Source: an optimization exercise on an open RTL-to-GDS flow (aim: small area). Production flows keep margins and buffers that such runs may drop. At most, simulation tests tie the RTL to the original design; equivalence was not proved. Function not checked in runs 5 and 6: the RTL went through the layout flow alone. No driver is modelled on the clock port, so clocking that relies on it looks cheaper here than on a real chip.

==> design.v <==
`timescale 1ns/1ps
`default_nettype none
module snake_game_top (
    input  logic       clock_25,
    input  logic       reset,            
    input  logic       game_tik,
    input  logic       right_btn,
    input  logic       left_btn,
    output logic [6:0] head_x,
    output logic [6:0] head_y,
    output logic [6:0] fruit_x,
    output logic [6:0] fruit_y,
    output logic [7:0] score,
    output logic [3:0] snake_length,
    output logic [1:0] heading,
    output logic       game_over
);
    localparam logic [2:0] ST_IDLE = 3'd0, ST_WAIT = 3'd1, ST_MOVING = 3'd2, ST_MOVE_DONE = 3'd3,
                           ST_EATEN = 3'd4, ST_FRUIT_UPDATE = 3'd5, ST_COLLISION = 3'd6;
    function automatic logic [6:0] inc7(input logic [6:0] a);
        logic c;
        c = 1'b1;
        for (int k = 0; k < 7; k++) begin
            inc7[k] = a[k] ^ c;
            c = c & a[k];
        end
    endfunction
    function automatic logic [6:0] dec7(input logic [6:0] a);
        logic c;
        c = 1'b1;
        for (int k = 0; k < 7; k++) begin
            dec7[k] = a[k] ^ c;
            c = c & ~a[k];
        end
    endfunction
    function automatic logic [7:0] sub7(input logic [6:0] a, input logic [6:0] b);
        logic c;
        c = 1'b1;
        for (int k = 0; k < 7; k++) begin
            sub7[k] = a[k] ^ ~b[k] ^ c;
            c = (a[k] & ~b[k]) | (a[k] & c) | (~b[k] & c);
        end
        sub7[7] = ~c;
    endfunction
    function automatic logic [5:0] addsub6(input logic [5:0] a, input logic [5:0] b, input logic sub);
        logic c;
        logic bb;
        c = sub;
        for (int k = 0; k < 6; k++) begin
            bb = b[k] ^ sub;
            addsub6[k] = a[k] ^ bb ^ c;
            c = (a[k] & bb) | (a[k] & c) | (bb & c);
        end
    endfunction
    function automatic logic [3:0] add42(input logic [3:0] a, input logic b, input logic c);
        logic s0, s1, k;
        s0 = b ^ c;
        s1 = b & c;
        add42[0] = a[0] ^ s0;
        k = a[0] & s0;
        add42[1] = a[1] ^ s1 ^ k;
        k = (a[1] & s1) | (a[1] & k) | (s1 & k);
        add42[2] = a[2] ^ k;
        k = a[2] & k;
        add42[3] = a[3] ^ k;
    endfunction
    function automatic logic [3:0] inc4(input logic [3:0] a, input logic e);
        logic c;
        c = e;
        for (int k = 0; k < 4; k++) begin
            inc4[k] = a[k] ^ c;
            c = c & a[k];
        end
    endfunction
    logic [1:0] right_shift, left_shift;
    logic       right_pulse, left_pulse;
    always_ff @(posedge clock_25 or negedge reset) begin
        if (!reset) begin
            right_shift <= 2'b00;
            left_shift  <= 2'b00;
            right_pulse <= 1'b0;
            left_pulse  <= 1'b0;
        end else begin
            right_shift <= {right_shift[0], right_btn};
            left_shift  <= {left_shift[0], left_btn};
            right_pulse <= right_shift[0] & ~right_shift[1];
            left_pulse  <= left_shift[0] & ~left_shift[1];
        end
    end
    wire start_press = right_pulse | left_pulse;
    logic [2:0] state, next_state;
    logic       collision, fruit_eaten, fruit_bad;
    wire restart  = (state == ST_IDLE) || (state == ST_COLLISION);
    wire step     = state == ST_MOVE_DONE;
    wire eat      = state == ST_EATEN;
    wire resample = (state == ST_EATEN) || (state == ST_FRUIT_UPDATE);
    assign game_over = state == ST_COLLISION;
    always_comb begin
        next_state = state;
        case (state)
            ST_IDLE:         if (start_press) next_state = ST_WAIT;
            ST_WAIT:         if (game_tik) next_state = ST_MOVING;
            ST_MOVING:       next_state = ST_MOVE_DONE;
            ST_MOVE_DONE:    next_state = collision ? ST_COLLISION : fruit_eaten ? ST_EATEN : ST_WAIT;
            ST_EATEN:        next_state = ST_FRUIT_UPDATE;
            ST_FRUIT_UPDATE: if (!fruit_bad) next_state = ST_WAIT;
            ST_COLLISION:    if (start_press) next_state = ST_IDLE;
            default:         next_state = ST_IDLE;
        endcase
    end
    always_ff @(posedge clock_25 or negedge reset) begin
        if (!reset) state <= ST_IDLE;
        else        state <= next_state;
    end
    logic [1:0] turn;                
    always_ff @(posedge clock_25 or negedge reset) begin
        if (!reset)                         turn <= 2'b00;
        else if (restart)                   turn <= 2'b00;
        else if (right_pulse && left_pulse) turn <= 2'b00;
        else if (right_pulse)               turn <= 2'b10;
        else if (left_pulse)                turn <= 2'b01;
        else if (step)                      turn <= 2'b00;
    end
    logic [1:0] dir [0:13];
    always_ff @(posedge clock_25 or negedge reset) begin
        if (!reset)             heading <= 2'd0;
        else if (restart)       heading <= 2'd0;
        else if (turn != 2'b00) heading <= {~(dir[0][1] ^ dir[0][0]), dir[0][1] ^ turn[1]};
    end
    logic       grow_pending;        
    logic       len_sat;             
    logic [3:0] live;                
    assign snake_length = len_sat ? 4'd15 : 4'd6 + score[3:0];
    assign live = snake_length - 4'd1 - {3'b000, grow_pending};
    logic [6:0] next_x, next_y;
    always_comb begin
        next_x = head_x;
        next_y = head_y;
        case (heading)
            2'd0: next_x = inc7(head_x);
            2'd1: next_x = dec7(head_x);
            2'd2: next_y = dec7(head_y);
            default: next_y = inc7(head_y);
        endcase
    end
    wire wall_hit = (head_x == 7'd0   && heading == 2'd1)
                 || (head_x == 7'd123 && heading == 2'd0)
                 || (head_y == 7'd0   && heading == 2'd2)
                 || (head_y == 7'd80  && heading == 2'd3);
    always_comb begin
        head_x_d = head_x;
        head_y_d = head_y;
        if (restart) begin
            head_x_d = 7'd8;
            head_y_d = 7'd40;
        end else if (step && !collision) begin
            head_x_d = next_x;
            head_y_d = next_y;
        end
    end
    always_ff @(posedge clock_25) begin
        head_x <= head_x_d;
        head_y <= head_y_d;
    end
    always_ff @(posedge clock_25) begin
        if (step) begin
            dir[0] <= {heading[0] ^ heading[1], heading[0]};
            for (int i = 1; i < 14; i++) dir[i] <= dir[i-1];
        end
        if (restart)
            for (int i = 0; i < 5; i++) dir[i] <= 2'd0;
    end
    always_ff @(posedge clock_25) begin
        if (restart) begin
            grow_pending <= 1'b0;
            len_sat      <= 1'b0;
        end else if (eat) begin
            grow_pending <= ~len_sat;
            len_sat      <= len_sat | score[3];
        end else if (step) begin
            grow_pending <= 1'b0;
        end
    end
    logic [6:0] lfsr_x, lfsr_y;
    assign lfsr_x_d = {lfsr_x[5:0], lfsr_x[6] ^ lfsr_x[5]};
    assign lfsr_y_d = {lfsr_y[5:0], lfsr_y[6] ^ lfsr_y[5]};
    always_ff @(posedge clock_25 or negedge reset) begin
        if (!reset) begin
            lfsr_x <= 7'b0011100;
            lfsr_y <= 7'b0110000;
        end else begin
            lfsr_x <= lfsr_x_d;
            lfsr_y <= lfsr_y_d;
        end
    end
    always_ff @(posedge clock_25) begin
        if (restart) begin
            fruit_x <= 7'd8;
            fruit_y <= 7'd42;
        end else if (resample && (eat || fruit_bad)) begin
            fruit_x <= lfsr_x;
            fruit_y <= lfsr_y;
        end
    end
    logic [7:0] score_inc;
    always_comb begin
        logic c;
        c = 1'b1;
        for (int k = 0; k < 8; k++) begin
            score_inc[k] = score[k] ^ c;
            c = c & score[k];
        end
    end
    always_ff @(posedge clock_25 or negedge reset) begin
        if (!reset)       score <= 8'd0;
        else if (restart) score <= 8'd0;
        else if (eat)     score <= score_inc;
    end
    wire self_mode = state == ST_MOVING;
    logic [6:0] lfsr_x_d, lfsr_y_d, head_x_d, head_y_d;
    wire [7:0] fx = sub7(lfsr_x_d, head_x_d);
    wire [7:0] fy = sub7(lfsr_y_d, head_y_d);
    wire fx_near = (fx[7:4] == 4'b0000) || (fx[7:4] == 4'b1111);
    wire fy_near = (fy[7:4] == 4'b0000) || (fy[7:4] == 4'b1111);
    wire [5:0] fu = addsub6({fx[4], fx[4:0]}, {fy[4], fy[4:0]}, 1'b0);
    wire [5:0] fw = addsub6({fx[4], fx[4:0]}, {fy[4], fy[4:0]}, 1'b1);
    wire fu_near = fu[5] == fu[4];
    wire fw_near = fw[5] == fw[4];
    wire self_next = (state == ST_WAIT) && game_tik;
    logic       t_ok, t_par;
    logic [3:0] t_u, t_w;
    always_ff @(posedge clock_25) begin
        t_ok  <= self_next | (fx_near & fy_near & fu_near & fw_near);
        t_par <= ~self_next & fu[0];
        t_u   <= self_next ? 4'b1111 : ~fu[4:1];
        t_w   <= self_next ? 4'b1111 : ~fw[4:1];
    end
    logic [3:0] wu [0:7];
    logic [3:0] ww [0:7];
    logic       hit;
    always_comb begin
        wu[0] = t_u;
        ww[0] = t_w;
        for (int j = 0; j < 7; j++) begin
            wu[j+1] = add42(wu[j], dir[2*j][1], dir[2*j+1][1]);
            ww[j+1] = add42(ww[j], dir[2*j][0], dir[2*j+1][0]);
        end
        hit = 1'b0;
        for (int j = 0; j < 7; j++) begin
            if ((2*j < 5 || live > 4'(2*j)) && t_par == 1'b1
                && wu[j] == (dir[2*j][1] ? 4'(j - 1) : 4'(j))
                && ww[j] == (dir[2*j][0] ? 4'(j - 1) : 4'(j)))
                hit = 1'b1;
            if ((2*j+1 < 5 || live > 4'(2*j+1)) && t_par == 1'b0
                && wu[j+1] == 4'(j) && ww[j+1] == 4'(j))
                hit = 1'b1;
        end
        hit = hit & t_ok;
    end
    logic check;
    always_ff @(posedge clock_25)
        check <= hit | (~self_mode & (lfsr_x >= 7'd124 || lfsr_y >= 7'd81 || (t_ok && !t_par && t_u == 4'b1111 && t_w == 4'b1111)));
    assign fruit_eaten = (fruit_x == head_x) && (fruit_y == head_y);
    assign collision   = check | wall_hit;
    assign fruit_bad   = check;
endmodule
`default_nettype wire
==> flow/run.sh <==
#!/bin/bash
# The standard layout flow (standard.sh) with two changes:
#  - synthesis: the final ABC technology mapping uses flow/abc_area.script (an
#    area-oriented mapping) instead of ORFS's abc_speed.script. Everything before it
#    (Yosys synth, flip-flop mapping, register names) is unchanged.
#  - placement: every input and output port still gets its own buffer, but a buf_1
#    (buffer_ports -buffer_cell) instead of the default pick.
# Floorplan, power grid, tap cells, CTS and routing are the standard ones.
set -euo pipefail
W=$(pwd)

# Synthesis script: synth_recipe.tcl, sourcing a copy of ORFS's synth.tcl in which the
# ABC script argument is replaced after synth_preamble.tcl has set it
sed -e "s#^source \$::env(SCRIPTS_DIR)/synth_preamble.tcl\$#&\nlset abc_args 1 $W/flow/abc_area.script#" \
    "$FLOW_HOME/scripts/synth.tcl" > "$W/synth_orfs_area.tcl"
grep -q "lset abc_args 1" "$W/synth_orfs_area.tcl"
sed -e "s#^source \$::env(SCRIPTS_DIR)/synth.tcl\$#source $W/synth_orfs_area.tcl#" \
    synth_recipe.tcl > "$W/synth_recipe_area.tcl"
grep -q "synth_orfs_area.tcl" "$W/synth_recipe_area.tcl"
sed -e "s#SYNTH_SCRIPT=[^ ]*#SYNTH_SCRIPT=$W/synth_recipe_area.tcl#" standard.sh > "$W/standard_area.sh"
grep -q "synth_recipe_area.tcl" "$W/standard_area.sh"

export BUFFER_PORTS_ARGS="-buffer_cell sky130_fd_sc_hd__buf_1"
bash "$W/standard_area.sh" > "$W/flow_make.log" 2>&1
==> flow/abc_area.script <==
strash
ifraig
scorr
dc2
dretime
strash
&get -n
&dch -f
&nf -R 1000
&put
==> standard.sh <==
#!/bin/bash
# synth_recipe.tcl (not shown) runs the flow's synth.tcl, then flattens the netlist and writes it again
# the make line also repeats each setting of config.mk as NAME=value (left out here)
make -C /OpenROAD-flow-scripts/flow DESIGN_CONFIG=/design/flow/config.mk WORK_HOME=/design/flow/orfs CLKGATE_MAP_FILE= SYNTH_SCRIPT=/design/flow/synth_recipe.tcl "${@:-finish}"
==> config.mk <==
export PLATFORM = sky130hd
export DESIGN_NAME = snake_game_top
export DESIGN_NICKNAME = snake_game_top
export VERILOG_FILES = /design/flow/design.v
export SDC_FILE = /design/flow/constraint.sdc
export NUM_CORES = 4
export LEC_CHECK = 0
export CAP_MARGIN = 20
export CORE_MARGIN = 2
export CORE_UTILIZATION = 40
export CTS_BUF_LIST = sky130_fd_sc_hd__clkbuf_8
export SLEW_MARGIN = 20
==> constraint.sdc <==
create_clock -name core_clock -period 7.0 [get_ports {clock_25}]
set_input_delay 1.4000 -clock core_clock [delete_from_list [all_inputs] [get_ports {clock_25}]]
set_output_delay 1.4000 -clock core_clock [all_outputs]
set_load 0.01 [all_outputs]
==> results of run 1 <==
==> routing by layer <==
metal	wire length, um	vias to the layer above	part of all wire	track usage
met5	0	-	0	0
met3	519	22	0.036	0.0367
met1	6250	2273	0.44	0.229
li1	-	2336	-	-
met2	7180	101	0.50	0.312
met4	333	0	0.023	0.0697
==> worst register-to-register path, stage by stage (launching register included) <==
cell                       delay [ps]
sky130_fd_sc_hd__dfxtp_1          460
sky130_fd_sc_hd__ha_1             280
sky130_fd_sc_hd__ha_1             210
sky130_fd_sc_hd__fa_1             510
sky130_fd_sc_hd__clkinv_1          90
sky130_fd_sc_hd__fa_1             570
sky130_fd_sc_hd__fa_1             580
sky130_fd_sc_hd__fa_1             580
sky130_fd_sc_hd__fa_1             560
sky130_fd_sc_hd__fa_1             560
sky130_fd_sc_hd__fa_1             440
sky130_fd_sc_hd__clkinv_1          60
sky130_fd_sc_hd__ha_1             110
sky130_fd_sc_hd__nor4b_1          240
sky130_fd_sc_hd__nand4b_1         140
sky130_fd_sc_hd__nor4_1           240
sky130_fd_sc_hd__nor3_1            70
sky130_fd_sc_hd__o21ai_0          200
sky130_fd_sc_hd__nand2_1           80
sky130_fd_sc_hd__nand2_1           60
==> cells by family after synthesis <==
family	count (synthesis)	share of synthesized area
AO/OA/AOI/OAI	121	0.116
XOR/XNOR	38	0.0532
multiplexers	4	0.00660
AND/OR/NAND/NOR	195	0.151
flip-flops	104	0.390
buffers and inverters	85	0.0510
adder cells (fa/ha/maj)	96	0.233
==> registers in the layout, indices dropped and copies added (netlist names), 2 cells and up <==
register     flops
dir             28
score            8
fruit_x          7
fruit_y          7
head_x           7
head_y           7
lfsr_x           7
lfsr_y           7
t_u              4
t_w              4
state            3
heading          2
left_shift       2
right_shift      2
turn             2
==> cells in the final DEF, fill, tap and decap left out, drive strengths merged, types with 3 or more instances in the layout <==
cell    synthesis  layout
and3            4       4
or4             3       3
nor4           11      11
nand3          10      10
xnor2          17      17
a211oi          8       8
nor4b           3       3
o31ai           5       5
dfrtp          30      30
nor2           70      70
nand2          41      41
dfxtp          51      51
nor2b           5       5
dfstp           5       5
o21ai          44      44
xor2           21      21
buf             0      50
mux2i           3       3
ha             62      62
nor3           13      13
edfxtp         18      18
nand2b         14      14
a31oi           6       6
a21oi          31      31
clkbuf          0      10
a22o            4       4
nand4           8       8
o22ai           6       6
fa             34      34
clkinv         85      85
or2             4       4
inv             0       5
==> cell type report <==
| cell class | count | area, um^2 |
|---|---|---|
| fillers | 1467 | 8290 |
| multi-input cells | 454 | 3500 |
| flip-flops and latches | 104 | 2440 |
| inverters | 85 | 319 |
| well taps | 211 | 264 |
| repair buffers | 51 | 208 |
| clock buffers | 9 | 124 |
| clock inverters | 7 | 109 |
==> through the flow <==
step                      cell area (um^2)  utilization  hold WS, ps  std cells
after floorplan                       6260            -          347        643
final                                 6970        0.457          383        921
after CTS                             6960        0.456          386        921
after global placement                6730        0.441          362        905
after global routing                  6970        0.457          395        921
after detailed placement              6730        0.441          366        905
==> cell usage after synthesis (3+ instances only) <==
master                     count  area [um^2]
sky130_fd_sc_hd__a211oi_1      8         60.1
sky130_fd_sc_hd__a21oi_1      31          155
sky130_fd_sc_hd__a22o_1        4         35.0
sky130_fd_sc_hd__a31oi_1       6         37.5
sky130_fd_sc_hd__and3_1        4         25.0
sky130_fd_sc_hd__clkinv_1     85          319
sky130_fd_sc_hd__dfrtp_1      30          751
sky130_fd_sc_hd__dfstp_2       5          131
sky130_fd_sc_hd__dfxtp_1      51         1020
sky130_fd_sc_hd__edfxtp_1     18          541
sky130_fd_sc_hd__fa_1         34          681
sky130_fd_sc_hd__ha_1         62          776
sky130_fd_sc_hd__mux2i_1       3         30.0
sky130_fd_sc_hd__nand2_1      41          154
sky130_fd_sc_hd__nand2b_1     14         87.6
sky130_fd_sc_hd__nand3_1      10         50.1
sky130_fd_sc_hd__nand4_1       8         50.1
sky130_fd_sc_hd__nor2_1       70          263
sky130_fd_sc_hd__nor2b_1       5         31.3
sky130_fd_sc_hd__nor3_1       13         65.1
sky130_fd_sc_hd__nor4_1       11         68.8
sky130_fd_sc_hd__nor4b_1       3         26.3
sky130_fd_sc_hd__o21ai_0      44          220
sky130_fd_sc_hd__o22ai_1       6         37.5
sky130_fd_sc_hd__o31ai_1       5         37.5
sky130_fd_sc_hd__or2_0         4         25.0
sky130_fd_sc_hd__or4_1         3         22.5
sky130_fd_sc_hd__xnor2_1      17          149
sky130_fd_sc_hd__xor2_1       21          184
==> worst paths after layout <==
check,end,depth (start not counted),from,slack (ps)
hold / removal,left_shift[1],0,left_shift[0],380
hold reg to reg,left_shift[1],0,left_shift[0],380
min in group asynchronous,lfsr_y[2],1,reset,1130
setup / recovery,check,19,dir[0][0],920
setup reg to reg,check,19,dir[0][0],920
max in group asynchronous,state[0],1,reset,5270
==> results.yml, run 1 <==
flow_run:
  drv_cap: 0
clock_tree:
  clockRootBuffer: "sky130_fd_sc_hd__clkbuf_8"
  post_cts_hold_buffer_count: 0
  path_clk_slew_ps: 110
  cts_setup_buffers: 0
  clockBufferDepth: 2
  clock_insertion_delay_worst_skew_ps: 390
  cts_tree: "yes"
  cts-resized-gates: 0
  cts_num_sinks: 104
  cts_htree_levels: 3
  cts_buffers: 9
worst_setup_path:
  criticalPathCategory: "flip-flop to flip-flop"
  cp.arrival_ps: 6420
  worst_setup_path_start_kind: "flip-flop"
  worst-path-buf-inv: 2
  crit_path_most_repeated_cell: "sky130_fd_sc_hd__fa_1"
  crit_path_cell_trace: "ha_1 -> ha_1 -> fa_1 -> clkinv_1 -> fa_1 -> fa_1 -> fa_1 -> fa_1 -> fa_1 -> fa_1 -> clkinv_1 -> ha_1 -> nor4b_1 -> nand4b_1 -> nor4_1 -> nor3_1 -> o21ai_0 -> nand2_1 -> nand2_1"
  critical-path-top-delay-family: "adder cells"
  worstPathMaxFanout: 6
  cp-end-kind: "flip-flop"
  critical-path-max-stage-delay_ps: 580
  critical_path_required_ps: 7340
  worst_path_max_delay_cell: "sky130_fd_sc_hd__fa_1"
final_layout:
  fin_nets: 806
  antenna_cells_inserted: 0
  post_route_cells_drive_above_1_share: 0.0394
  syn2layout_area_growth_pct: 11.4
placed_design:
  gp_congestion: 0.916
  dp_slack_ps: 944
  detailed_place_hpwl_um: 11100
  portBuffers: 47
grt:
  grt_first_pass_wirelength_um: 23600
  grt_start_max_net_pins: 36
  grt_util_all_layers: 0.182
  overflow: 0
  antenna_found_initial: 0
  via_count_of_the_first_global_routing_pass: 4754
floorplanning:
  die-height_um: 129
  die_width_um: 129
  design.portCount: 48
  die_area_mm2: 0.0167
  initial_core_util: 0.410
  core_mm2: 0.0153
  std_cell_rows: 45
synthesis:
  synth_cell_types: 50
  number_of_synthesized_register_bits: 104
  mappedNetlistArea_mm2: 0.00626
  synth.yosys.seq_area_share: 0.390
  synth_enable_flop_cells: 18
  post_synthesis_area_per_instance_um2: 9.73
  ys.flop_type: "sky130_fd_sc_hd__dfxtp_1"
  syn_nets: 744
  synth_async_sr_flop_share: 0.337
  yosysWarningCount: 4
  postSynthCellCount: 643
sta:
  fmax_mhz: 164
  worstMarginPinSlew_ps: 958
  timing.final.hold_violations: 0
  setup_violations: 0
  rsz0062_at_grt: "no"
  fin_worst_skew_ps: 18.2
  slew_violations: 0
  finalSetupTns_ps: 0
  final_period_minus_worst_setup_slack_ps: 6080
  setup_slack_ps: 916
  final.period_utilization: 0.869
  slew-limit-headroom: 0.361
outcome:
  run_status: "timing/DRC/antenna clean"
drt:
  route.final.wire_length_um: 14300
  vias: 4732
  wl_per_cell_um: 15.5
  route.detailed.drc: 0
  via_per_inst: 5.14
  first_pass_iters: 5
  drt_iter0_drc: 264
  antenna_left: 0
worst_hold_path:
  hold_class: "flip-flop to flip-flop"
==> run 2: changes to the inputs <==
--- a/flow/run.sh
+++ b/flow/run.sh
@@ -5,7 +5,9 @@
 #    (Yosys synth, flip-flop mapping, register names) is unchanged.
 #  - placement: every input and output port still gets its own buffer, but a buf_1
 #    (buffer_ports -buffer_cell) instead of the default pick.
-# Floorplan, power grid, tap cells, CTS and routing are the standard ones.
+#  - CTS: the standard clock_tree_synthesis call, with clkbuf_8 buffers and without
+#    dummy loads (-dont_use_dummy_load).
+# Floorplan, power grid, tap cells, placement and routing are the standard ones.
 set -euo pipefail
 W=$(pwd)
 
@@ -21,4 +23,5 @@
 grep -q "synth_recipe_area.tcl" "$W/standard_area.sh"
 
 export BUFFER_PORTS_ARGS="-buffer_cell sky130_fd_sc_hd__buf_1"
+export CTS_ARGS="-sink_clustering_enable -repair_clock_nets -dont_use_dummy_load -buf_list sky130_fd_sc_hd__clkbuf_8"
 bash "$W/standard_area.sh" > "$W/flow_make.log" 2>&1
==> run 2 against run 1 <==
Still clean on timing, DRC and antenna. Design area fell by 1.6%. First-iteration DRC count rose by 5.3%. Sequential cell count did not move. Die area did not move. Hold slack barely moved. Critical path depth did not move. Critical path type unchanged. Critical endpoint unchanged. Highest routed layer unchanged.
==> results.yml, run 2 <==
drt:
  route.final.wire_length_um: 14300
  wl_per_cell_um: 15.6
  vias: 4698
  route.detailed.drc: 0
  antenna_left: 0
  drt_iter0_drc: 278
  first_pass_iters: 5
  via_per_inst: 5.13
worst_setup_path:
  cp-end-kind: "flip-flop"
  worst_setup_path_start_kind: "flip-flop"
  crit-reg2reg-capture: "check"
  cp.arrival_ps: 6400
  worstPathMaxFanout: 6
  critical_path_required_ps: 7310
  worst-r2r-cell-count: 19
  reg2reg_setup_slack_ps: 910
  r2r_start: "dir[0][0]"
  criticalPathCategory: "flip-flop to flip-flop"
final_layout:
  top_regs: "dir: 28 flops, score: 8 flops"
  fin_area_mm2: 0.00686
  layout.cells.most_common_list: "sky130_fd_sc_hd__clkinv_1 (84), sky130_fd_sc_hd__nor2_1 (70), sky130_fd_sc_hd__ha_1 (62)"
  largest_register_ffs: 28
  commonest_non_fill_non_tap_cell_in_the_layout: "sky130_fd_sc_hd__clkinv_1"
  syn2layout_area_growth_pct: 9.60
  max_flop_register: "dir"
  post_route_cells_drive_above_1_share: 0.0298
  antenna_cells_inserted: 0
  fin_nets: 807
  num-fill-cells: 1477
grt:
  grt_first_pass_wirelength_um: 23500
  overflow: 0
  grt_start_max_net_pins: 36
  antenna_found_initial: 0
  via_count_of_the_first_global_routing_pass: 4718
  grt_util_all_layers: 0.183
floorplanning:
  core_mm2: 0.0153
  std_cell_rows: 45
  die_width_um: 129
  die_area_mm2: 0.0167
  design.portCount: 48
  die-height_um: 129
  initial_core_util: 0.410
sta:
  timing.final.hold_violations: 0
  fmax_mhz: 164
  fin_worst_skew_ps: 34.6
  slew-limit-headroom: 0.369
  setup_slack_ps: 912
  final_period_minus_worst_setup_slack_ps: 6090
  rsz0062_at_grt: "no"
  finalSetupTns_ps: 0
  worstMarginPinSlew_ps: 946
  final.hold.worst_slack_ps: 383
  setup_violations: 0
  slew_violations: 0
  final.period_utilization: 0.870
synthesis:
  yosysWarningCount: 4
  top_cell_type_s_share_of_synthesized_area: 0.163
  synth_enable_flop_cells: 18
  ys.flop_type: "sky130_fd_sc_hd__dfxtp_1"
  most_frequent_cell_after_synthesis: "sky130_fd_sc_hd__clkinv_1"
  synth_common_cells: "sky130_fd_sc_hd__clkinv_1 (85), sky130_fd_sc_hd__nor2_1 (70), sky130_fd_sc_hd__ha_1 (62)"
  postSynthCellCount: 643
  netlist.top_cell.by_area: "sky130_fd_sc_hd__dfxtp_1"
  post_synthesis_area_per_instance_um2: 9.73
  synth_cell_types: 50
  mappedNetlistArea_mm2: 0.00626
  syn_nets: 744
  number_of_synthesized_register_bits: 104
  synth.area.top_cells: "sky130_fd_sc_hd__dfxtp_1 (16%), sky130_fd_sc_hd__ha_1 (12%), sky130_fd_sc_hd__dfrtp_1 (12%), sky130_fd_sc_hd__fa_1 (11%), sky130_fd_sc_hd__edfxtp_1 (8.6%)"
  synth.yosys.seq_area_share: 0.390
  synth_async_sr_flop_share: 0.337
clock_tree:
  cts_buffers: 9
  cts_num_sinks: 104
  path_clk_slew_ps: 100
  cts_tree: "yes"
  cts_setup_buffers: 0
  cts-resized-gates: 0
  post_cts_hold_buffer_count: 0
  clock_insertion_delay_worst_skew_ps: 400
worst_hold_path:
  hold_class: "flip-flop to flip-flop"
  hold-path-cell-count: 0
  holdCritStartpoint: "left_shift[0]"
  min_to: "left_shift[1]"
placed_design:
  dp_slack_ps: 944
  dpl-instance-area_mm2: 0.00673
  gp_congestion: 0.916
  detailed_place_hpwl_um: 11100
  portBuffers: 47
flow_run:
  drv_cap: 0
outcome:
  run_status: "timing/DRC/antenna clean"
-- run 2: worst max-delay path by stage --
stage	start	end	slack [ps]	depth (start not counted)
after floorplan	dir[0][0]	check	1370	19
after global placement	dir[0][0]	check	1080	19
after detailed placement	dir[0][0]	check	940	19
after CTS	dir[0][0]	check	900	19
after global routing	dir[0][0]	check	540	19
final	dir[0][0]	check	910	19
-- run 2: logic make-up after synthesis --
group / after synthesis / synth area share
multiplexers: 4 / 0.00660
flip-flops: 104 / 0.390
AND/OR/NAND/NOR: 195 / 0.151
adder cells (fa/ha/maj): 96 / 0.233
buffers and inverters: 85 / 0.0510
XOR/XNOR: 38 / 0.0532
AO/OA/AOI/OAI: 121 / 0.116
-- run 2: stage by stage --
step,instances,util
final,915,0.450
after global routing,915,0.450
after CTS,914,0.449
after detailed placement,905,0.441
after global placement,905,0.441
after floorplan,643,-
-- run 2: worst max-delay path: stages (launching register included) --
cell and delay [ps]:
sky130_fd_sc_hd__dfxtp_1 440, sky130_fd_sc_hd__ha_1 280, sky130_fd_sc_hd__ha_1 210, sky130_fd_sc_hd__fa_1 510
sky130_fd_sc_hd__clkinv_1 90, sky130_fd_sc_hd__fa_1 570, sky130_fd_sc_hd__fa_1 580, sky130_fd_sc_hd__fa_1 580
sky130_fd_sc_hd__fa_1 560, sky130_fd_sc_hd__fa_1 560, sky130_fd_sc_hd__fa_1 440, sky130_fd_sc_hd__clkinv_1 60
sky130_fd_sc_hd__ha_1 110, sky130_fd_sc_hd__nor4b_1 240, sky130_fd_sc_hd__nand4b_1 140, sky130_fd_sc_hd__nor4_1 240
sky130_fd_sc_hd__nor3_1 70, sky130_fd_sc_hd__o21ai_0 210, sky130_fd_sc_hd__nand2_1 80, sky130_fd_sc_hd__nand2_1 60
-- run 2: per-layer routing --
metal	GRT usage	share of wire	up-vias
li1	-	-	2333
met1	0.226	0.43	2231
met2	0.309	0.50	111
met3	0.0508	0.044	23
met4	0.0633	0.026	0
met5	0	0	-
-- run 2: cell type report --
type / instances / area [um^2] / area share
Multi-Input combinational cell: 454 / 3500 / 0.510
Tap cell: 211 / 264 / 0.0385
Inverter: 85 / 319 / 0.0465
Clock buffer: 9 / 124 / 0.0181
Sequential cell: 104 / 2440 / 0.356
Timing Repair Buffer: 52 / 213 / 0.0310
==> run 3: changes to the inputs <==
--- a/flow/run.sh
+++ b/flow/run.sh
@@ -1,5 +1,5 @@
 #!/bin/bash
-# The standard layout flow (standard.sh) with two changes:
+# The standard layout flow (standard.sh) with these changes:
 #  - synthesis: the final ABC technology mapping uses flow/abc_area.script (an
 #    area-oriented mapping) instead of ORFS's abc_speed.script. Everything before it
 #    (Yosys synth, flip-flop mapping, register names) is unchanged.
==> run 3 against run 2 <==
Critical path depth did not move. Core utilization did not move.
==> results.yml, run 3 <==
outcome:
  run_status: "timing/DRC/antenna clean"
drt:
  drt_iter0_drc: 278
  antenna_left: 0
  via_per_inst: 5.13
  route.final.wire_length_um: 14300
  route.detailed.drc: 0
  wl_per_cell_um: 15.6
  vias: 4698
  first_pass_iters: 5
worst_setup_path:
  crit_path_cell_trace: "ha_1 -> ha_1 -> fa_1 -> clkinv_1 -> fa_1 -> fa_1 -> fa_1 -> fa_1 -> fa_1 -> fa_1 -> clkinv_1 -> ha_1 -> nor4b_1 -> nand4b_1 -> nor4_1 -> nor3_1 -> o21ai_0 -> nand2_1 -> nand2_1"
  crit_path_most_repeated_cell: "sky130_fd_sc_hd__fa_1"
  worst_setup_path_start_kind: "flip-flop"
  worst_path_max_delay_cell: "sky130_fd_sc_hd__fa_1"
  worst-r2r-cell-count: 19
  critical_path_required_ps: 7310
  cp.arrival_ps: 6400
  worstPathMaxFanout: 6
  cp-end-kind: "flip-flop"
  criticalPathCategory: "flip-flop to flip-flop"
  critical-path-max-stage-delay_ps: 580
sta:
  final.hold.worst_slack_ps: 383
  fmax_mhz: 164
  final_period_minus_worst_setup_slack_ps: 6090
  worstMarginPinSlew_ps: 946
  fin_worst_skew_ps: 34.6
  slew-limit-headroom: 0.369
  rsz0062_at_grt: "no"
  setup_violations: 0
  final.period_utilization: 0.870
  finalSetupTns_ps: 0
  slew_violations: 0
  timing.final.hold_violations: 0
synthesis:
  synth_cell_types: 50
  synth_common_cells: "sky130_fd_sc_hd__clkinv_1 (85), sky130_fd_sc_hd__nor2_1 (70), sky130_fd_sc_hd__ha_1 (62)"
  synth_async_sr_flop_share: 0.337
  most_frequent_cell_after_synthesis: "sky130_fd_sc_hd__clkinv_1"
  synth_enable_flop_cells: 18
  post_synthesis_area_per_instance_um2: 9.73
  top_cell_type_s_share_of_synthesized_area: 0.163
  postSynthCellCount: 643
  syn_nets: 744
  netlist.top_cell.by_area: "sky130_fd_sc_hd__dfxtp_1"
  ys.flop_type: "sky130_fd_sc_hd__dfxtp_1"
  yosysWarningCount: 4
  synth.area.top_cells: "sky130_fd_sc_hd__dfxtp_1 (16%), sky130_fd_sc_hd__ha_1 (12%), sky130_fd_sc_hd__dfrtp_1 (12%), sky130_fd_sc_hd__fa_1 (11%), sky130_fd_sc_hd__edfxtp_1 (8.6%)"
  synth.yosys.seq_area_share: 0.390
  mappedNetlistArea_mm2: 0.00626
  number_of_synthesized_register_bits: 104
flow_run:
  drv_cap: 0
final_layout:
  commonest_non_fill_non_tap_cell_in_the_layout: "sky130_fd_sc_hd__clkinv_1"
  num-fill-cells: 1477
  antenna_cells_inserted: 0
  syn2layout_area_growth_pct: 9.60
  post_route_cells_drive_above_1_share: 0.0298
  largest_register_ffs: 28
  finish.cell_count_without_fillers: 915
  top_regs: "dir: 28 flops, score: 8 flops"
  max_flop_register: "dir"
  layout.cells.most_common_list: "sky130_fd_sc_hd__clkinv_1 (84), sky130_fd_sc_hd__nor2_1 (70), sky130_fd_sc_hd__ha_1 (62)"
  fin_nets: 807
grt:
  grt_start_max_net_pins: 36
  grt_first_pass_wirelength_um: 23500
  antenna_found_initial: 0
  overflow: 0
  via_count_of_the_first_global_routing_pass: 4718
  grt_util_all_layers: 0.183
floorplanning:
  std_cell_rows: 45
  die_area_mm2: 0.0167
  die-height_um: 129
  die_width_um: 129
  core_mm2: 0.0153
  initial_core_util: 0.410
  design.portCount: 48
clock_tree:
  cts_setup_buffers: 0
  post_cts_hold_buffer_count: 0
  cts_buffers: 9
  cts_tree: "yes"
  cts_num_sinks: 104
  cts-resized-gates: 0
  clock_insertion_delay_worst_skew_ps: 400
  path_clk_slew_ps: 100
placed_design:
  detailed_place_hpwl_um: 11100
  numPlacedInstances: 905
  gp_congestion: 0.916
  portBuffers: 47
worst_hold_path:
  hold-path-cell-count: 0
  hold_class: "flip-flop to flip-flop"
[run 3: cell counts in the layout (fill, tap and decap cells not counted)]
No cell type changed its count.
[run 3: final timing paths]
path                                 endpoint  slack [ps]     startpoint
worst max-delay path                    check         910      dir[0][0]
worst min-delay path            left_shift[1]         380  left_shift[0]
worst max register to register          check         910      dir[0][0]
worst min register to register  left_shift[1]         380  left_shift[0]
max in group asynchronous            state[0]        5250          reset
min in group asynchronous           lfsr_y[2]        1120          reset
[run 3: cell families after synthesis]
kind of cell	count (synthesis)	synth area share
fa+ha+maj	96	0.233
mux	4	0.00660
simple gates	195	0.151
flops	104	0.390
compound gates	121	0.116
xor+xnor	38	0.0532
buf+inv	85	0.0510
[run 3: critical path: cells and delay by family, from the launching register on]
family                   cells  cell delay [ps]
adder cells (fa/ha/maj)     10             4400
AND/OR/NAND/NOR              6              830
flip-flops                   1              440
AO/OA/AOI/OAI                1              210
buffers and inverters        2              150
[run 3: cell type report]
cell class | instances | area [um^2] | area share
Multi-Input combinational cell | 454 | 3500 | 0.510
Tap cell | 211 | 264 | 0.0385
Timing Repair Buffer | 52 | 213 | 0.0310
Inverter | 85 | 319 | 0.0465
Clock buffer | 9 | 124 | 0.0181
Sequential cell | 104 | 2440 | 0.356
[run 3: metrics by stage]
step / setup WS, ps / cell area, um^2 / util
after floorplan: 1370 / 6260 / -
after global placement: 1080 / 6730 / 0.441
after detailed placement: 944 / 6730 / 0.441
after CTS: 897 / 6850 / 0.449
after global routing: 544 / 6860 / 0.450
final: 912 / 6860 / 0.450
[run 3: metal layers]
| metal | track usage | share of wire | vias to the layer above |
|---|---|---|---|
| li1 | - | - | 2333 |
| met1 | 0.226 | 0.43 | 2231 |
| met2 | 0.309 | 0.50 | 111 |
| met3 | 0.0508 | 0.044 | 23 |
| met4 | 0.0633 | 0.026 | 0 |
| met5 | 0 | 0 | - |
==> run 4: changes to the inputs <==
--- a/flow/run.sh
+++ b/flow/run.sh
@@ -23,5 +23,5 @@
 grep -q "synth_recipe_area.tcl" "$W/standard_area.sh"
 
 export BUFFER_PORTS_ARGS="-buffer_cell sky130_fd_sc_hd__buf_1"
-export CTS_ARGS="-sink_clustering_enable -repair_clock_nets -dont_use_dummy_load -buf_list sky130_fd_sc_hd__clkbuf_8"
+export CTS_ARGS="-sink_clustering_enable -repair_clock_nets -dont_use_dummy_load -buf_list sky130_fd_sc_hd__clkbuf_8 -sink_clustering_size 30 -sink_clustering_max_diameter 100"
 bash "$W/standard_area.sh" > "$W/flow_make.log" 2>&1
==> run 4 against run 3 <==
First-iteration DRC count unchanged. Largest cell class unchanged. Highest routed layer unchanged. Clock skew stayed put.
==> results.yml, run 4 <==
sta:
  timing.final.hold_violations: 0
  slew_violations: 0
  fin_worst_skew_ps: 34.6
  slew-limit-headroom: 0.369
  finalSetupTns_ps: 0
  setup_violations: 0
  final_period_minus_worst_setup_slack_ps: 6090
  rsz0062_at_grt: "no"
  setup_slack_ps: 912
  worstMarginPinSlew_ps: 946
  final.period_utilization: 0.870
  fmax_mhz: 164
drt:
  drt_iter0_drc: 278
  via_per_inst: 5.13
  first_pass_iters: 5
  route.detailed.drc: 0
  route.final.wire_length_um: 14300
  wl_per_cell_um: 15.6
  vias: 4698
  antenna_left: 0
final_layout:
  layout.cells.most_common_list: "sky130_fd_sc_hd__clkinv_1 (84), sky130_fd_sc_hd__nor2_1 (70), sky130_fd_sc_hd__ha_1 (62)"
  largest_register_ffs: 28
  num-fill-cells: 1477
  commonest_non_fill_non_tap_cell_in_the_layout: "sky130_fd_sc_hd__clkinv_1"
  top_regs: "dir: 28 flops, score: 8 flops"
  antenna_cells_inserted: 0
  fin_nets: 807
  max_flop_register: "dir"
  post_route_cells_drive_above_1_share: 0.0298
  syn2layout_area_growth_pct: 9.60
clock_tree:
  path_clk_slew_ps: 100
  cts_tree: "yes"
  cts_setup_buffers: 0
  clock_insertion_delay_worst_skew_ps: 400
  cts_num_sinks: 104
  cts_buffers: 9
  post_cts_hold_buffer_count: 0
  cts-resized-gates: 0
synthesis:
  synth_async_sr_flop_share: 0.337
  number_of_synthesized_register_bits: 104
  yosysWarningCount: 4
  synth_common_cells: "sky130_fd_sc_hd__clkinv_1 (85), sky130_fd_sc_hd__nor2_1 (70), sky130_fd_sc_hd__ha_1 (62)"
  synth.yosys.seq_area_share: 0.390
  synth_cell_types: 50
  syn_nets: 744
  netlist.top_cell.by_area: "sky130_fd_sc_hd__dfxtp_1"
  mappedNetlistArea_mm2: 0.00626
  post_synthesis_area_per_instance_um2: 9.73
  most_frequent_cell_after_synthesis: "sky130_fd_sc_hd__clkinv_1"
  ys.flop_type: "sky130_fd_sc_hd__dfxtp_1"
  top_cell_type_s_share_of_synthesized_area: 0.163
  synth_enable_flop_cells: 18
  postSynthCellCount: 643
  synth.area.top_cells: "sky130_fd_sc_hd__dfxtp_1 (16%), sky130_fd_sc_hd__ha_1 (12%), sky130_fd_sc_hd__dfrtp_1 (12%), sky130_fd_sc_hd__fa_1 (11%), sky130_fd_sc_hd__edfxtp_1 (8.6%)"
worst_setup_path:
  reg2reg_setup_slack_ps: 910
  crit-reg2reg-capture: "check"
  worstPathMaxFanout: 6
  worst_setup_path_start_kind: "flip-flop"
  r2r_start: "dir[0][0]"
  cp-end-kind: "flip-flop"
  cp.arrival_ps: 6400
  criticalPathCategory: "flip-flop to flip-flop"
  worst-r2r-cell-count: 19
  critical_path_required_ps: 7310
grt:
  grt_util_all_layers: 0.183
  overflow: 0
  grt_first_pass_wirelength_um: 23500
  antenna_found_initial: 0
  grt_start_max_net_pins: 36
  via_count_of_the_first_global_routing_pass: 4718
floorplanning:
  core_mm2: 0.0153
  die-height_um: 129
  std_cell_rows: 45
  die_width_um: 129
  design.portCount: 48
  initial_core_util: 0.410
  die_area_mm2: 0.0167
placed_design:
  detailed_place_hpwl_um: 11100
  portBuffers: 47
  gp_congestion: 0.916
  dp_slack_ps: 944
worst_hold_path:
  hold_class: "flip-flop to flip-flop"
  holdCritStartpoint: "left_shift[0]"
  min_to: "left_shift[1]"
  hold-path-cell-count: 0
outcome:
  run_status: "timing/DRC/antenna clean"
flow_run:
  drv_cap: 0
## run 4: cell counts after synthesis
Identical to the previous run, type by type.
## run 4: kinds of logic after synthesis
| logic type | count (synthesis) | share of synthesized area |
|---|---|---|
| AO/OA/AOI/OAI | 121 | 0.116 |
| XOR/XNOR | 38 | 0.0532 |
| adder cells (fa/ha/maj) | 96 | 0.233 |
| buffers and inverters | 85 | 0.0510 |
| flip-flops | 104 | 0.390 |
| multiplexers | 4 | 0.00660 |
| AND/OR/NAND/NOR | 195 | 0.151 |
## run 4: worst max-delay path, stage by stage, from the launching register on
cell and delay, ps:
sky130_fd_sc_hd__dfxtp_1 440, sky130_fd_sc_hd__ha_1 280, sky130_fd_sc_hd__ha_1 210, sky130_fd_sc_hd__fa_1 510, sky130_fd_sc_hd__clkinv_1 90, sky130_fd_sc_hd__fa_1 570
sky130_fd_sc_hd__fa_1 580, sky130_fd_sc_hd__fa_1 580, sky130_fd_sc_hd__fa_1 560, sky130_fd_sc_hd__fa_1 560, sky130_fd_sc_hd__fa_1 440, sky130_fd_sc_hd__clkinv_1 60
sky130_fd_sc_hd__ha_1 110, sky130_fd_sc_hd__nor4b_1 240, sky130_fd_sc_hd__nand4b_1 140, sky130_fd_sc_hd__nor4_1 240, sky130_fd_sc_hd__nor3_1 70, sky130_fd_sc_hd__o21ai_0 210
sky130_fd_sc_hd__nand2_1 80, sky130_fd_sc_hd__nand2_1 60
## run 4: per-layer routing
metal	global-route usage	share of wire	vias to the layer above
met5	0	0	-
met4	0.0633	0.026	0
met3	0.0508	0.044	23
met2	0.309	0.50	111
met1	0.226	0.43	2231
li1	-	-	2333
## run 4: area by class of cell
| cell class | count | area (um^2) | area share |
|---|---|---|---|
| clock buffer | 9 | 124 | 0.0181 |
| inverter | 85 | 319 | 0.0465 |
| multi-input combinational | 454 | 3500 | 0.510 |
| sequential | 104 | 2440 | 0.356 |
| tap | 211 | 264 | 0.0385 |
| timing repair buffer | 52 | 213 | 0.0310 |
## run 4: worst max-delay path by stage
stage | cells past startpoint | slack (ps) | endpoint | start
finish | 19 | 910 | check | dir[0][0]
global route | 19 | 540 | check | dir[0][0]
global placement | 19 | 1080 | check | dir[0][0]
CTS | 19 | 900 | check | dir[0][0]
floorplan | 19 | 1370 | check | dir[0][0]
detailed placement | 19 | 940 | check | dir[0][0]
## run 4: per-stage QoR
stage           util  std cells  hold slack, ps  instance area (um^2)
6_report       0.450        915             383                  6860
5_1_grt        0.450        915             393                  6860
4_1_cts        0.449        914             385                  6850
3_5_place_dp   0.441        905             366                  6730
3_3_place_gp   0.441        905             362                  6730
2_1_floorplan      -        643             347                  6260
==> run 5: changes to the inputs <==
--- a/design.v
+++ b/design.v
@@ -17,22 +17,6 @@
 );
     localparam logic [2:0] ST_IDLE = 3'd0, ST_WAIT = 3'd1, ST_MOVING = 3'd2, ST_MOVE_DONE = 3'd3,
                            ST_EATEN = 3'd4, ST_FRUIT_UPDATE = 3'd5, ST_COLLISION = 3'd6;
-    function automatic logic [6:0] inc7(input logic [6:0] a);
-        logic c;
-        c = 1'b1;
-        for (int k = 0; k < 7; k++) begin
-            inc7[k] = a[k] ^ c;
-            c = c & a[k];
-        end
-    endfunction
-    function automatic logic [6:0] dec7(input logic [6:0] a);
-        logic c;
-        c = 1'b1;
-        for (int k = 0; k < 7; k++) begin
-            dec7[k] = a[k] ^ c;
-            c = c & ~a[k];
-        end
-    endfunction
     function automatic logic [7:0] sub7(input logic [6:0] a, input logic [6:0] b);
         logic c;
         c = 1'b1;
@@ -132,16 +116,17 @@
     logic [3:0] live;                
     assign snake_length = len_sat ? 4'd15 : 4'd6 + score[3:0];
     assign live = snake_length - 4'd1 - {3'b000, grow_pending};
-    logic [6:0] next_x, next_y;
-    always_comb begin
-        next_x = head_x;
-        next_y = head_y;
-        case (heading)
-            2'd0: next_x = inc7(head_x);
-            2'd1: next_x = dec7(head_x);
-            2'd2: next_y = dec7(head_y);
-            default: next_y = inc7(head_y);
-        endcase
+    wire       step_vert = heading[1];
+    wire       step_down = heading[0] ^ heading[1];       
+    wire [6:0] step_from = step_vert ? head_y : head_x;
+    logic [6:0] step_to;
+    always_comb begin
+        logic c;
+        c = 1'b1;
+        for (int k = 0; k < 7; k++) begin
+            step_to[k] = step_from[k] ^ c;
+            c = c & (step_from[k] ^ step_down);
+        end
     end
     wire wall_hit = (head_x == 7'd0   && heading == 2'd1)
                  || (head_x == 7'd123 && heading == 2'd0)
@@ -154,8 +139,8 @@
             head_x_d = 7'd8;
             head_y_d = 7'd40;
         end else if (step && !collision) begin
-            head_x_d = next_x;
-            head_y_d = next_y;
+            if (step_vert) head_y_d = step_to;
+            else           head_x_d = step_to;
         end
     end
     always_ff @(posedge clock_25) begin
--- a/flow/run.sh
+++ b/flow/run.sh
@@ -23,5 +23,5 @@
 grep -q "synth_recipe_area.tcl" "$W/standard_area.sh"
 
 export BUFFER_PORTS_ARGS="-buffer_cell sky130_fd_sc_hd__buf_1"
-export CTS_ARGS="-sink_clustering_enable -repair_clock_nets -dont_use_dummy_load -buf_list sky130_fd_sc_hd__clkbuf_8 -sink_clustering_size 30 -sink_clustering_max_diameter 100"
+export CTS_ARGS="-sink_clustering_enable -repair_clock_nets -dont_use_dummy_load -buf_list sky130_fd_sc_hd__clkbuf_8"
 bash "$W/standard_area.sh" > "$W/flow_make.log" 2>&1
==> run 5 against run 4 <==
Highest routed layer unchanged. Count of clock-buffer cells in the layout unchanged. Critical endpoint unchanged. Wire length about the same. Sequential share of layout area decreased by 0.052 points. First-iteration DRC count decreased by 28%. Die area increased by 0.12%. Critical path depth unchanged. Register-to-register slack improved by 130 ps. Core utilization increased by 0.066 points. Still clean. Synthesized cell count decreased by 0.78%. Non-clock buffer count unchanged. Largest cell class unchanged.
==> results.yml, run 5 <==
outcome:
  run_status: "timing/DRC/antenna clean"
sta:
  worstMarginPinSlew_ps: 1040
  setup_slack_ps: 1040
  setup_violations: 0
  slew-limit-headroom: 0.309
  fmax_mhz: 168
  timing.final.hold_violations: 0
  finalSetupTns_ps: 0
  final_period_minus_worst_setup_slack_ps: 5960
  fin_worst_skew_ps: 33.3
  slew_violations: 0
  final.period_utilization: 0.852
  rsz0062_at_grt: "no"
final_layout:
  commonest_non_fill_non_tap_cell_in_the_layout: "sky130_fd_sc_hd__clkinv_1"
  post_route_cells_drive_above_1_share: 0.0287
  num-fill-cells: 1471
  syn2layout_area_growth_pct: 9.62
  top_regs: "dir: 28 flops, score: 8 flops"
  largest_register_ffs: 28
  layout.cells.most_common_list: "sky130_fd_sc_hd__clkinv_1 (87), sky130_fd_sc_hd__ha_1 (62), sky130_fd_sc_hd__nor2_1 (58)"
  fin_nets: 801
  max_flop_register: "dir"
  antenna_cells_inserted: 0
flow_run:
  drv_cap: 0
grt:
  via_count_of_the_first_global_routing_pass: 4897
  grt_first_pass_wirelength_um: 24200
  overflow: 0
  antenna_found_initial: 0
  grt_util_all_layers: 0.184
  grt_start_max_net_pins: 36
worst_setup_path:
  worst-path-buf-inv: 2
  critical-path-top-delay-family: "adder cells"
  worst_path_max_delay_cell: "sky130_fd_sc_hd__fa_1"
  criticalPathCategory: "flip-flop to flip-flop"
  critical_path_required_ps: 7230
  critical-path-max-stage-delay_ps: 590
  worstPathMaxFanout: 6
  worst_setup_path_start_kind: "flip-flop"
  cp-end-kind: "flip-flop"
  cp.arrival_ps: 6200
  crit_path_cell_trace: "ha_1 -> ha_1 -> fa_1 -> clkinv_1 -> fa_1 -> fa_1 -> fa_1 -> fa_1 -> fa_1 -> fa_1 -> clkinv_1 -> ha_1 -> nor4b_1 -> nand3b_1 -> nor3_1 -> nand4_1 -> nand3_1 -> o21ai_0 -> o21ai_0"
  crit_path_most_repeated_cell: "sky130_fd_sc_hd__fa_1"
clock_tree:
  path_clk_slew_ps: 90
  clock_insertion_delay_worst_skew_ps: 380
  cts_num_sinks: 104
  cts_setup_buffers: 0
  cts_tree: "yes"
  cts-resized-gates: 0
  cts_buffers: 9
  post_cts_hold_buffer_count: 0
worst_hold_path:
  hold_class: "flip-flop to flip-flop"
synthesis:
  ys.flop_type: "sky130_fd_sc_hd__dfxtp_1"
  postSynthCellCount: 638
  top_cell_type_s_share_of_synthesized_area: 0.163
  most_frequent_cell_after_synthesis: "sky130_fd_sc_hd__clkinv_1"
  synth_common_cells: "sky130_fd_sc_hd__clkinv_1 (87), sky130_fd_sc_hd__ha_1 (62), sky130_fd_sc_hd__nor2_1 (58)"
  synth_async_sr_flop_share: 0.337
  mappedNetlistArea_mm2: 0.00627
  syn_nets: 739
  netlist.top_cell.by_area: "sky130_fd_sc_hd__dfxtp_1"
  synth_cell_types: 49
  number_of_synthesized_register_bits: 104
  synth.area.top_cells: "sky130_fd_sc_hd__dfxtp_1 (16%), sky130_fd_sc_hd__ha_1 (12%), sky130_fd_sc_hd__dfrtp_1 (12%), sky130_fd_sc_hd__fa_1 (11%), sky130_fd_sc_hd__edfxtp_1 (8.6%)"
  synth_enable_flop_cells: 18
  post_synthesis_area_per_instance_um2: 9.82
  synth.yosys.seq_area_share: 0.390
  yosysWarningCount: 4
floorplanning:
  die-height_um: 129
  design.portCount: 48
  initial_core_util: 0.411
  core_mm2: 0.0153
  die_width_um: 129
  std_cell_rows: 45
  die_area_mm2: 0.0167
drt:
  first_pass_iters: 4
  drt_iter0_drc: 199
  antenna_left: 0
  via_per_inst: 5.18
  wl_per_cell_um: 15.7
  vias: 4711
  route.final.wire_length_um: 14300
  route.detailed.drc: 0
placed_design:
  gp_congestion: 0.851
  dp_slack_ps: 1030
  portBuffers: 47
  detailed_place_hpwl_um: 11100
[run 5: cell types whose count changed after synthesis, moves of 3 or more]
cell,previous run,this run
sky130_fd_sc_hd__a211oi_1,8,2
sky130_fd_sc_hd__a21o_1,1,6
sky130_fd_sc_hd__a21oi_1,31,35
sky130_fd_sc_hd__a22o_1,4,7
sky130_fd_sc_hd__and3_1,4,1
sky130_fd_sc_hd__mux2i_1,3,9
sky130_fd_sc_hd__nand2b_1,14,8
sky130_fd_sc_hd__nor2_1,70,58
sky130_fd_sc_hd__xnor2_1,17,20
[run 5: path summary, 6_finish.rpt]
kind / end / slack, ps / startpoint / cells past startpoint
max in group asynchronous: turn[1] / 5300 / reset / 1
setup / recovery: check / 1040 / dir[0][0] / 19
min in group asynchronous: lfsr_x[1] / 1110 / reset / 1
setup reg to reg: check / 1040 / dir[0][0] / 19
hold / removal: lfsr_y[5] / 380 / lfsr_y[4] / 0
hold reg to reg: lfsr_y[5] / 380 / lfsr_y[4] / 0
[run 5: per-stage QoR]
stage / utilization / instances / area (um^2) / hold WS, ps
after detailed placement: 0.441 / 899 / 6730 / 363
after global routing: 0.450 / 909 / 6870 / 388
final: 0.450 / 909 / 6870 / 380
after floorplan: - / 638 / 6270 / 347
after CTS: 0.449 / 908 / 6850 / 381
after global placement: 0.441 / 899 / 6730 / 357
[run 5: cell type report]
class	count	area, um^2	share of cell area
Sequential cell	104	2440	0.356
Tap cell	211	264	0.0384
Timing Repair Buffer	52	223	0.0324
Inverter	87	327	0.0475
Clock buffer	9	124	0.0180
Multi-Input combinational cell	446	3490	0.508
[run 5: kinds of logic (layout without fill, tap and decap cells)]
logic type | Yosys count | after routing | synth area share
AND/OR/NAND/NOR | 174 | 174 | 0.132
AO/OA/AOI/OAI | 123 | 123 | 0.116
flip-flops | 104 | 104 | 0.390
adder cells (fa/ha/maj) | 96 | 96 | 0.232
buffers and inverters | 88 | 148 | 0.0533
XOR/XNOR | 43 | 43 | 0.0601
multiplexers | 10 | 10 | 0.0162
[run 5: layer usage]
layer / wire length [um] / global-route usage / part of all wire
met1: 6270 / 0.223 / 0.44
met2: 7300 / 0.324 / 0.51
met3: 483 / 0.0355 / 0.034
met4: 247 / 0.0729 / 0.017
met5: 0 / 0 / 0
==> run 6: changes to the inputs <==
--- a/flow/run.sh
+++ b/flow/run.sh
@@ -1,8 +1,10 @@
 #!/bin/bash
 # The standard layout flow (standard.sh) with these changes:
-#  - synthesis: the final ABC technology mapping uses flow/abc_area.script (an
-#    area-oriented mapping) instead of ORFS's abc_speed.script. Everything before it
-#    (Yosys synth, flip-flop mapping, register names) is unchanged.
+#  - synthesis: the adder extraction step finds full adders only (extract_fa -fa; half
+#    adders are left to ABC), and the final ABC technology mapping uses
+#    flow/abc_area.script (an area-oriented mapping) instead of ORFS's
+#    abc_speed.script. Everything else in synthesis (Yosys synth, flip-flop mapping,
+#    register names) is unchanged.
 #  - placement: every input and output port still gets its own buffer, but a buf_1
 #    (buffer_ports -buffer_cell) instead of the default pick.
 #  - CTS: the standard clock_tree_synthesis call, with clkbuf_8 buffers and without
@@ -12,10 +14,13 @@
 W=$(pwd)
 
 # Synthesis script: synth_recipe.tcl, sourcing a copy of ORFS's synth.tcl in which the
-# ABC script argument is replaced after synth_preamble.tcl has set it
+# ABC script argument is replaced after synth_preamble.tcl has set it, and the
+# extract_fa call is limited to full adders
 sed -e "s#^source \$::env(SCRIPTS_DIR)/synth_preamble.tcl\$#&\nlset abc_args 1 $W/flow/abc_area.script#" \
+    -e "s#^  extract_fa {\*}\[dont_use_extract_fa_args\]\$#  extract_fa -fa#" \
     "$FLOW_HOME/scripts/synth.tcl" > "$W/synth_orfs_area.tcl"
 grep -q "lset abc_args 1" "$W/synth_orfs_area.tcl"
+grep -q "^  extract_fa -fa\$" "$W/synth_orfs_area.tcl"
 sed -e "s#^source \$::env(SCRIPTS_DIR)/synth.tcl\$#source $W/synth_orfs_area.tcl#" \
     synth_recipe.tcl > "$W/synth_recipe_area.tcl"
 grep -q "synth_orfs_area.tcl" "$W/synth_recipe_area.tcl"
==> flow/abc_area.script (replaced) <==
strash
ifraig
scorr
dc2
dretime
strash
&get -n
&dch -f
&nf -R 1000 -p -F 8 -C 32
&put
==> run 6 against run 5 <==
Still clean on timing, DRC and antenna. Global-route usage is 0.19 points lower. Die area shrank 4.7%. Sequential cell count is the same. Count of clock-buffer cells in the layout stayed put. Wire length down 2.4%. Clock skew decreased by 8.7 ps. Design area decreased by 4.9%. Hold slack worse by 8.0 ps. Critical path type unchanged.
==> results.yml, run 6 <==
outcome:
  run_status: "timing/DRC/antenna clean"
flow_run:
  drv_cap: 0
worst_hold_path:
  hold_class: "flip-flop to flip-flop"
  hold-path-cell-count: 0
  min_to: "lfsr_y[5]"
  holdCritStartpoint: "lfsr_y[4]"
worst_setup_path:
  criticalPathCategory: "flip-flop to flip-flop"
  r2r_start: "heading[1]"
  crit-reg2reg-capture: "t_ok"
  worst_setup_path_start_kind: "flip-flop"
  cp.arrival_ps: 6140
  critical_path_required_ps: 7290
  worst-r2r-cell-count: 17
  worstPathMaxFanout: 20
  reg2reg_setup_slack_ps: 1150
  cp-end-kind: "flip-flop"
floorplanning:
  initial_core_util: 0.410
  die-height_um: 126
  core_mm2: 0.0145
  design.portCount: 48
  std_cell_rows: 44
  die_width_um: 126
  die_area_mm2: 0.0159
final_layout:
  antenna_cells_inserted: 0
  fin_nets: 725
  top_regs: "dir: 28 flops, score: 8 flops"
  layout.cells.most_common_list: "sky130_fd_sc_hd__nand2_1 (63), sky130_fd_sc_hd__nor2_1 (63), sky130_fd_sc_hd__dfxtp_1 (51)"
  post_route_cells_drive_above_1_share: 0.0278
  largest_register_ffs: 28
  syn2layout_area_growth_pct: 9.59
  max_flop_register: "dir"
clock_tree:
  cts_setup_buffers: 0
  clock_insertion_delay_worst_skew_ps: 390
  post_cts_hold_buffer_count: 0
  cts-resized-gates: 0
  cts_tree: "yes"
  path_clk_slew_ps: 100
  cts_buffers: 9
  cts_num_sinks: 104
placed_design:
  gp_congestion: 0.854
  portBuffers: 47
  dp_slack_ps: 1210
  detailed_place_hpwl_um: 10600
grt:
  grt_util_all_layers: 0.183
  antenna_found_initial: 0
  via_count_of_the_first_global_routing_pass: 4665
  grt_first_pass_wirelength_um: 23300
  overflow: 0
  grt_start_max_net_pins: 36
drt:
  route.final.wire_length_um: 13900
  route.detailed.drc: 0
  via_per_inst: 5.37
  wl_per_cell_um: 16.1
  drt_iter0_drc: 243
  antenna_left: 0
  first_pass_iters: 4
  vias: 4663
synthesis:
  synth_async_sr_flop_share: 0.337
  number_of_synthesized_register_bits: 104
  top_cell_type_s_share_of_synthesized_area: 0.171
  synth_common_cells: "sky130_fd_sc_hd__nand2_1 (63), sky130_fd_sc_hd__nor2_1 (63), sky130_fd_sc_hd__dfxtp_1 (51)"
  netlist.top_cell.by_area: "sky130_fd_sc_hd__dfxtp_1"
  post_synthesis_area_per_instance_um2: 9.52
  mappedNetlistArea_mm2: 0.00596
  syn_nets: 665
  postSynthCellCount: 626
  ys.flop_type: "sky130_fd_sc_hd__dfxtp_1"
  synth_enable_flop_cells: 18
  synth.area.top_cells: "sky130_fd_sc_hd__dfxtp_1 (17%), sky130_fd_sc_hd__dfrtp_1 (13%), sky130_fd_sc_hd__fa_1 (11%), sky130_fd_sc_hd__edfxtp_1 (9.1%), sky130_fd_sc_hd__xor2_1 (6.9%)"
  yosysWarningCount: 4
  synth.yosys.seq_area_share: 0.410
  synth_cell_types: 48
sta:
  setup_violations: 0
  setup_slack_ps: 1150
  worstMarginPinSlew_ps: 1120
  finalSetupTns_ps: 0
  rsz0062_at_grt: "no"
  final.hold.worst_slack_ps: 372
  fin_worst_skew_ps: 24.6
  final_period_minus_worst_setup_slack_ps: 5850
  fmax_mhz: 171
  slew-limit-headroom: 0.246
  timing.final.hold_violations: 0
  final.period_utilization: 0.835
  slew_violations: 0
==> run 6: cell types whose count changed in the layout (fill, tap and decap cells not counted), moves of 6 or more <==
cell,previous run,this run
sky130_fd_sc_hd__ha_1,62,0
sky130_fd_sc_hd__clkinv_1,87,37
sky130_fd_sc_hd__xor2_1,23,47
sky130_fd_sc_hd__nand2_1,42,63
sky130_fd_sc_hd__xnor2_1,20,38
sky130_fd_sc_hd__nand2b_1,8,21
sky130_fd_sc_hd__nor2b_1,4,12
sky130_fd_sc_hd__a22o_1,7,1
==> run 6: per-stage QoR <==
stage / util / std cells / instance area, um^2
after floorplan: - / 626 / 5960
after global placement: 0.439 / 858 / 6380
after detailed placement: 0.439 / 858 / 6380
after CTS: 0.447 / 867 / 6500
after global routing: 0.450 / 868 / 6530
final: 0.450 / 868 / 6530
==> run 6: how the worst max path moves through the flow <==
stage / cells after the start / slack (ps) / to / start
6_report: 17 / 1150 / t_ok / heading[1]
5_1_grt: 20 / 660 / t_ok / heading[1]
4_1_cts: 17 / 1180 / check / dir[0][0]
3_5_place_dp: 17 / 1210 / check / dir[0][1]
3_3_place_gp: 17 / 1360 / check / dir[0][1]
2_1_floorplan: 17 / 1590 / check / dir[0][1]
==> run 6: layer usage <==
| metal | global-route usage | part of all wire |
|---|---|---|
| met5 | 0 | 0 |
| met4 | 0.0575 | 0.020 |
| met3 | 0.0463 | 0.041 |
| met2 | 0.305 | 0.48 |
| met1 | 0.233 | 0.45 |
==> run 6: cells by family (layout without fill, tap and decap cells) <==
group	after synthesis	in the layout	synth area share
and+or+nand+nor	229	229	0.187
adders and majority gates	34	34	0.114
AOI/OAI and AO/OA	123	123	0.118
muxes	13	13	0.0220
buffers and inverters	38	96	0.0246
DFF	104	104	0.410
xor gates and xnor gates	85	85	0.125
==> run 6: worst max-delay path, stage by stage (launching register included) <==
cell                        delay [ps]
sky130_fd_sc_hd__dfrtp_1           780
sky130_fd_sc_hd__or4b_1            480
sky130_fd_sc_hd__a2111oi_0         400
sky130_fd_sc_hd__a21oi_1           130
sky130_fd_sc_hd__o21ai_0           260
sky130_fd_sc_hd__nor2_1            170
sky130_fd_sc_hd__nand2_1           250
sky130_fd_sc_hd__xor2_1            130
sky130_fd_sc_hd__or3_1             340
sky130_fd_sc_hd__fa_1              400
sky130_fd_sc_hd__fa_1              550
sky130_fd_sc_hd__clkinv_1          150
sky130_fd_sc_hd__fa_1              420
sky130_fd_sc_hd__fa_1              370
sky130_fd_sc_hd__clkinv_1           60
sky130_fd_sc_hd__fa_1              420
sky130_fd_sc_hd__xnor2_1           150
sky130_fd_sc_hd__o41ai_1           280
==> run 6: area by class of cell <==
cell class                      instances  area (um^2)
Multi-Input combinational cell        484         3380
Sequential cell                       104         2440
Tap cell                              184          230
Timing Repair Buffer                   50          220
Fill cell                            1447         8000
Inverter                               37          139
Clock buffer                            9          124

==> port drivers added, routing unchanged <==
The flow's constraints put no driver on any port. The routed layouts listed below were extracted and timed again, unchanged, in two steps. Step 1 assumes that a clkbuf_16 drives the clock port and a buf_2 every other input. Step 2, shift: input delay + t, output delay - t, t = (earliest + latest rising clock arrival at the registers) / 2. This alone moves slack from input paths to output paths. Three values: ideal, step 1, step 2; two values: the first two.
run	t (ns)	setup slack, ns	worst hold slack (ns)	worst register clock-pin slew, ns	cell pins on the clock port's net
run 1	0.422	0.916 / 0.916 / 0.916	0.383 / 0.383 / 0.383	0.11 / 0.11	1
run 2	0.413	0.912 / 0.912 / 0.912	0.383 / 0.383 / 0.383	0.11 / 0.11	1
run 3	0.413	0.912 / 0.912 / 0.912	0.383 / 0.383 / 0.383	0.11 / 0.11	1
run 4	0.413	0.912 / 0.912 / 0.912	0.383 / 0.383 / 0.383	0.11 / 0.11	1
run 5	0.402	1.037 / 1.037 / 1.037	0.380 / 0.380 / 0.380	0.11 / 0.11	1
run 6	0.411	1.154 / 1.154 / 1.154	0.372 / 0.372 / 0.372	0.10 / 0.10	1
After both steps every run listed still meets setup and hold.
